Background: an optimization exercise with open tools, aiming at a short achievable clock period and few clock cycles. Do not read the settings as production practice. The RTL was checked by simulation tests, not by an equivalence proof against the original design.

==> design/flow/design.v <==
package rv_defs;
  typedef enum logic [2:0] {
    MD_MUL    = 3'b000,
    MD_MULH   = 3'b001,
    MD_MULHSU = 3'b010,
    MD_MULHU  = 3'b011,
    MD_DIV    = 3'b100,
    MD_DIVU   = 3'b101,
    MD_REM    = 3'b110,
    MD_REMU   = 3'b111
  } md_fun_e;
  typedef enum logic [2:0] {
    ST_IDLE,
    ST_MUL,
    ST_DIV,
    ST_FIX,
    ST_DONE
  } md_state_e;
  function automatic logic fun_is_div(logic [2:0] f);
    fun_is_div = f[2];
  endfunction
  function automatic logic fun_div_signed(logic [2:0] f);
    fun_div_signed = !f[0];
  endfunction
endpackage
module rv_divider #(
  parameter int g_width = 32
) (
  input  logic               clk_i,
  input  logic               rst_n_i,
  input  logic               load_i,
  input  logic               step_i,
  input  logic               signed_i,
  input  logic               rem_i,
  input  logic [g_width-1:0] a_i,
  input  logic [g_width-1:0] b_i,
  output logic               last_o,
  output logic               special_o,
  output logic [g_width-1:0] result_o
);
  localparam int CntW = $clog2(g_width + 1);
  localparam logic [g_width-1:0] MinVal = {1'b1, {(g_width-1){1'b0}}};
  localparam logic [g_width-1:0] Ones   = '1;
  logic               sign_a, sign_b;
  logic [g_width-1:0] a_q, quo_q, dvs_q, rem_q;
  logic [CntW-1:0]    cnt_q;
  logic               neg_quo_q, neg_rem_q, rem_sel_q, bzero_q, ovf_q;
  logic [g_width:0]   shifted, diff;
  logic [g_width-1:0] quo_d, rem_d, quo_res, rem_res;
  assign sign_a = signed_i & a_i[g_width-1];
  assign sign_b = signed_i & b_i[g_width-1];
  assign shifted = {rem_q, quo_q[g_width-1]};
  assign diff    = shifted - {1'b0, dvs_q};
  assign rem_d   = diff[g_width] ? shifted[g_width-1:0] : diff[g_width-1:0];
  assign quo_d   = {quo_q[g_width-2:0], ~diff[g_width]};
  assign last_o    = (cnt_q == CntW'(1));
  assign special_o = bzero_q | ovf_q;
  always_ff @(posedge clk_i or negedge rst_n_i) begin
    if (!rst_n_i) begin
      a_q       <= '0;
      quo_q     <= '0;
      dvs_q     <= '0;
      rem_q     <= '0;
      cnt_q     <= '0;
      neg_quo_q <= 1'b0;
      neg_rem_q <= 1'b0;
      rem_sel_q <= 1'b0;
      bzero_q   <= 1'b0;
      ovf_q     <= 1'b0;
    end else if (load_i) begin
      a_q       <= a_i;
      quo_q     <= sign_a ? -a_i : a_i;
      dvs_q     <= sign_b ? -b_i : b_i;
      rem_q     <= '0;
      cnt_q     <= CntW'(g_width);
      neg_quo_q <= sign_a ^ sign_b;
      neg_rem_q <= sign_a;
      rem_sel_q <= rem_i;
      bzero_q   <= (b_i == '0);
      ovf_q     <= signed_i && (a_i == MinVal) && (b_i == Ones);
    end else if (step_i && (cnt_q != '0)) begin
      rem_q <= rem_d;
      quo_q <= quo_d;
      cnt_q <= cnt_q - CntW'(1);
    end
  end
  always_comb begin
    quo_res = neg_quo_q ? -quo_q : quo_q;
    rem_res = neg_rem_q ? -rem_q : rem_q;
    if (bzero_q) begin
      quo_res = Ones;
      rem_res = a_q;
    end else if (ovf_q) begin
      quo_res = a_q;
      rem_res = '0;
    end
    result_o = rem_sel_q ? rem_res : quo_res;
  end
endmodule
module rv_muldiv #(
  parameter int g_width         = 32,
  parameter int g_mul_stages    = 2,
  parameter int g_div_early_out = 1
) (
  input  logic               clk_i,
  input  logic               rst_n_i,
  input  logic               x_stall_i,
  input  logic               x_kill_i,
  input  logic               d_valid_i,
  input  logic               d_is_muldiv_i,
  input  logic [2:0]         d_fun_i,
  input  logic [g_width-1:0] d_rs1_i,
  input  logic [g_width-1:0] d_rs2_i,
  output logic               x_stall_req_o,
  output logic [g_width-1:0] x_rd_o,
  output logic               x_done_o
);
  localparam logic [1:0] MulLast  = 2'(g_mul_stages - 1);
  localparam logic       EarlyOut = (g_div_early_out != 0);
  rv_defs::md_state_e            state_q, state_d;
  rv_defs::md_fun_e              fun_q;
  logic [g_width-1:0]   a_q, b_q, rd_q, rd_d;
  logic [1:0]           mul_cnt_q, mul_cnt_d;
  logic                 start;
  logic                 div_last, div_special;
  logic [g_width-1:0]   div_res, mul_res;
  logic                 a_sgn, b_sgn;
  logic [2*g_width-1:0] a_ext, b_ext, prod_c, prod_r;
  assign start = rst_n_i & d_valid_i & d_is_muldiv_i & ~x_kill_i & (state_q == rv_defs::ST_IDLE);
  assign a_sgn  = ((fun_q == rv_defs::MD_MULH) || (fun_q == rv_defs::MD_MULHSU)) & a_q[g_width-1];
  assign b_sgn  = (fun_q == rv_defs::MD_MULH) & b_q[g_width-1];
  assign a_ext  = {{g_width{a_sgn}}, a_q};
  assign b_ext  = {{g_width{b_sgn}}, b_q};
  assign prod_c = a_ext * b_ext;
  generate
    if (g_mul_stages > 1) begin : g_pipe
      logic [2*g_width-1:0] pipe_q [g_mul_stages-1];
      always_ff @(posedge clk_i or negedge rst_n_i) begin
        if (!rst_n_i) begin
          for (int i = 0; i < g_mul_stages - 1; i++) pipe_q[i] <= '0;
        end else begin
          pipe_q[0] <= prod_c;
          for (int i = 1; i < g_mul_stages - 1; i++) pipe_q[i] <= pipe_q[i-1];
        end
      end
      assign prod_r = pipe_q[g_mul_stages-2];
    end else begin : g_comb
      assign prod_r = prod_c;
    end
  endgenerate
  assign mul_res = (fun_q == rv_defs::MD_MUL) ? prod_r[g_width-1:0] : prod_r[2*g_width-1:g_width];
  rv_divider #(.g_width(g_width)) u_divider (
    .clk_i     (clk_i),
    .rst_n_i   (rst_n_i),
    .load_i    (start),
    .step_i    (state_q == rv_defs::ST_DIV),
    .signed_i  (rv_defs::fun_div_signed(d_fun_i)),
    .rem_i     (d_fun_i[1]),
    .a_i       (d_rs1_i),
    .b_i       (d_rs2_i),
    .last_o    (div_last),
    .special_o (div_special),
    .result_o  (div_res)
  );
  always_comb begin
    state_d       = state_q;
    rd_d          = rd_q;
    mul_cnt_d     = mul_cnt_q;
    x_stall_req_o = 1'b0;
    x_done_o      = 1'b0;
    case (state_q)
      rv_defs::ST_IDLE: begin
        if (start) begin
          x_stall_req_o = 1'b1;
          mul_cnt_d     = '0;
          state_d       = rv_defs::fun_is_div(d_fun_i) ? rv_defs::ST_DIV : rv_defs::ST_MUL;
        end
      end
      rv_defs::ST_MUL: begin
        x_stall_req_o = 1'b1;
        mul_cnt_d     = mul_cnt_q + 2'd1;
        if (mul_cnt_q == MulLast) begin
          state_d = rv_defs::ST_DONE;
          rd_d    = mul_res;
        end
      end
      rv_defs::ST_DIV: begin
        x_stall_req_o = 1'b1;
        if (EarlyOut && div_special) begin
          state_d = rv_defs::ST_DONE;
          rd_d    = div_res;
        end else if (div_last) begin
          state_d = rv_defs::ST_FIX;
        end
      end
      rv_defs::ST_FIX: begin
        x_stall_req_o = 1'b1;
        state_d       = rv_defs::ST_DONE;
        rd_d          = div_res;
      end
      rv_defs::ST_DONE: begin
        x_done_o = 1'b1;
        if (!x_stall_i) state_d = rv_defs::ST_IDLE;
      end
      default: state_d = rv_defs::ST_IDLE;
    endcase
    if (x_kill_i) begin
      state_d       = rv_defs::ST_IDLE;
      rd_d          = rd_q;
      x_stall_req_o = 1'b0;
      x_done_o      = 1'b0;
    end
  end
  always_ff @(posedge clk_i or negedge rst_n_i) begin
    if (!rst_n_i) begin
      state_q   <= rv_defs::ST_IDLE;
      fun_q     <= rv_defs::MD_MUL;
      a_q       <= '0;
      b_q       <= '0;
      rd_q      <= '0;
      mul_cnt_q <= '0;
    end else begin
      state_q   <= state_d;
      rd_q      <= rd_d;
      mul_cnt_q <= mul_cnt_d;
      if (start) begin
        fun_q <= rv_defs::md_fun_e'(d_fun_i);
        a_q   <= d_rs1_i;
        b_q   <= d_rs2_i;
      end
    end
  end
  assign x_rd_o = rd_q;
endmodule
==> design/flow/run.sh <==
#!/bin/bash
# synth_recipe.tcl (not shown) runs the flow's synth.tcl, then flattens the netlist and writes it again
# the make line also repeats each setting of config.mk as NAME=value (left out here)
make -C /OpenROAD-flow-scripts/flow DESIGN_CONFIG=/design/flow/config.mk WORK_HOME=/design/flow/orfs CLKGATE_MAP_FILE= SYNTH_SCRIPT=/design/flow/synth_recipe.tcl finish
==> design/flow/config.mk <==
export PLATFORM = sky130hd
export DESIGN_NAME = rv_muldiv
export DESIGN_NICKNAME = rv_muldiv
export VERILOG_FILES = /design/flow/design.v
export SDC_FILE = /design/flow/constraint.sdc
export NUM_CORES = 4
export LEC_CHECK = 0
export CAP_MARGIN = 20
export CORE_MARGIN = 2
export CORE_UTILIZATION = 40
export SLEW_MARGIN = 20
==> design/flow/constraint.sdc <==
create_clock -name core_clock -period 10.0 [get_ports {clk_i}]
set_input_delay 2.0000 -clock core_clock [delete_from_list [all_inputs] [get_ports {clk_i}]]
set_output_delay 2.0000 -clock core_clock [all_outputs]
set_load 0.01 [all_outputs]
==> run summary <==
## worst min-delay path, stage by stage, from the launching register on
cell and delay [ps]:
dfrtp_1 340, nand2_1 50, o21ai_0 60
## sequential cells by signal, summed over array words and instances, names as in the netlist
signal,flops
b_q,31
fun_q,3
g_pipe.pipe_q,64
mul_cnt_q,2
rd_q,32
state_q,3
u_divider.a_q,32
u_divider.bzero_q,1
u_divider.cnt_q,6
u_divider.dvs_q,32
u_divider.neg_quo_q,1
u_divider.neg_rem_q,1
u_divider.ovf_q,1
u_divider.quo_q,32
u_divider.rem_q,32
## cell families (layout without fill, tap and decap cells)
logic type / Yosys count / count (layout)
and+or+nand+nor: 1923 / 1923
adders and majority gates: 1379 / 1379
AOI/OAI and AO/OA: 683 / 683
DFF: 273 / 273
other: 0 / 3
muxes: 22 / 22
buffers and inverters: 1595 / 1512
xor gates and xnor gates: 214 / 214
## per-layer routing
layer,wire length (µm),up-vias,part of all wire,track usage
met3,11900,308,0.069,0.0355
met5,0,-,0,0
met1,73100,21699,0.42,0.353
met4,8160,0,0.047,0.104
met2,80100,1609,0.46,0.417
li1,-,18094,-,-
## stage by stage
step	worst slack [ps]	utilization	hold WS [ps]	cells
3_3_place_gp	799	0.424	464	7714
6_report	740	0.433	483	7777
5_1_grt	185	0.433	508	7774
3_5_place_dp	698	0.424	474	7714
4_1_cts	678	0.433	485	7774
2_1_floorplan	1810	-	450	6089
## cell type report
type,instances,share of cell area
inverters,1226,0.0799
well taps,1768,0.0384
repair buffers,226,0.0354
flip-flops and latches,273,0.119
multi-input cells,4221,0.707
clock inverters,11,0.00263
diodes,3,0.000130
clock buffers,49,0.0179
## placed cells by master, fill, tap and decap left out, types with 37 or more instances in the layout
cell type,n
clkdlybuf4s50_1,105
a21oi_1,195
xor2_1,86
a31oi_1,41
clkbuf_16,37
o21ai_0,178
nor2_1,137
nand3_1,61
xnor2_1,128
and2_1,302
nor3_1,40
nand2_1,1213
fa_1,1126
dfrtp_1,267
inv_1,1224
buf_4,114
ha_1,253
a21o_1,47
## final timing paths
kind	end	slack, ps	depth (start not counted)
max in group asynchronous	u_divider.a_q[12]	7030	2
hold reg to reg	u_divider.dvs_q[18]	480	2
hold / removal	u_divider.dvs_q[18]	480	2
setup reg to reg	g_pipe.pipe_q[0][59]	740	26
setup / recovery	g_pipe.pipe_q[0][59]	740	26
min in group asynchronous	u_divider.rem_q[20]	1430	1
==> metrics.csv <==
stage;metric;value;unit
cells_and_area;final_net_count;7437;
route;dr_total_vias;41710;
sta;tightest_slew;1150;ps
synth;synth_top_family_by_area;adder cells;
synth;synthMuxAreaShare;0.00411;
clock_network;tritoncts;done;
clock_network;cts-root-buf;clkbuf_16;
critical_path;cp.required;10410;ps
clock_network;clk_transition_reported_paths;50;ps
grt;antenna_found_initial;5;
place;placed_cell_area;56400;µm²
clock_network;ctsHoldBuffers;0;
critical_path;startpoint;fun_q[0];
critical_path;critPathTopFamily;adder cells;
route;wirelength;173;mm
sta;fin_crit_sh;0.926;
grt;grt_max_degree;131;
die;die_w;370;µm
synth;synth-seq-cells;273;
run_status;status;complete, no violations;
synth;syn_nets;7541;
critical_path;r2r-start;fun_q[0];
cells_and_area;area_delta_synth_final;7.68;%
synth;syn_area_per_cell;8.79;µm²
critical_path;path_max_fanout;9;
synth;yosysMostFrequentCell;inv_1;
clock_network;cts_made_buffers;37;
cells_and_area;final_cell_area;57600;µm²
sta;fmax;108;MHz
cells_and_area;fillers;13209;
flow_run;drv_cap;0;
die;io_pins;107;
die;start_util;0.402;
critical_path;cp_slowest_cell;fa_1;
synth;ys_seq_area_frac;0.128;
sta;fin_crit;9260;ps
cells_and_area;multiInputGateArea;40700;µm²
hold_path;hp-start;u_divider.dvs_q[18];
synth;synth.top_cell.area_share;0.421;
sta;fin_setup_tns;0;ps
place;hpwl;139;mm
synth;synth_compound_area_frac;0.0800;
place;place_congestion;0.926;
critical_path;cp-end-kind;register;
sta;final-hold-violation-count;0;
critical_path;crit_buf_inv;6;
grt;track_usage;0.259;
synth;synth_fa_ha_area_frac;0.480;
route;firstDrtPassIters;7;
synth;yosysUniqueCellTypes;75;
sta;finalMaxSlewViolations;0;
route;drc;0;
synth;synth_top_flop_cell;dfrtp_1;
synth;synthTopCellsByArea;fa_1 42%, dfrtp_1 13%, inv_1 8.6%;
sta;rsz0062_at_grt;false;
grt;grt_pass1_wl;270;mm
sta;max_slew_margin;0.236;
critical_path;cp-start-kind;register;
synth;synth-simple-area-share;0.161;
synth;synthCells;6089;
clock_network;clock_path_buffers;3;
clock_network;cts.sink_count;273;
grt;grt_overflow_total;0;
cells_and_area;seqCellArea;6840;µm²
critical_path;cp.arrival;9670;ps
route;drt-initial-drc-count;3383;
clock_network;clock_latency;550;ps
sta;finalSetupViolations;0;
hold_path;worstHoldPathType;register to register;
synth;async_reset_ff_frac;1.00;
clock_network;post_cts_resized;0;
die;dieArea;137000;µm²
die;die_h;370;µm
critical_path;path_class;register to register;
synth;synth_commonest_cells;1224 x inv_1, 1213 x nand2_1, 1126 x fa_1, 355 x clkbuf_1, 302 x and2_1;
synth;synth_edf_count;0;
critical_path;slowest_delay;960;ps
cells_and_area;drive_gt1_frac;0.0375;
die;core_area;133000;µm²
synth;synth_top_area_cell;fa_1;
clock_network;cts_htree_levels;2;
grt;grt_pass1_vias;44365;
clock_network;post_cts_buffers;0;
synth;yosysWarningCount;3;
die;rows;134;
route;vias_per_cell;5.36;
sta;fin_skew;24.3;ps
route;ant_nets;0;
synth;synth-xor-area-share;0.0350;
critical_path;cp_common_cell;fa_1;
place;numPortBuffers;106;
synth;syn_area;53500;µm²
route;routedWlPerCell;22.3;µm
Testbench counts, summed over its fixed seeds: cycles 42,777.

## port drivers added, routing unchanged
The results above use ideal ports. As a check the final layout listed here was re-extracted and re-timed, cells and wires unchanged.
Step 1: set_driving_cell puts a clkbuf_16 on clk_i and a buf_2 on each other input, an assumption about the parent block.
Step 2 also shifts input and output timing later by t, the mid clock arrival at the registers, as if the neighbouring blocks saw the same clock.
Slacks: ideal ports / drivers / drivers and shift; pairs: ideal ports / drivers.
t (ns): 0.603
slack for setup (ns): 0.740 / 0.740 / 0.740
clock arrival spread, ns: 0.024 / 0.024
After both steps setup and hold are still met in this run. The setup slack of this run moves by 0.000 ns with the drivers and by 0.000 ns with both steps.
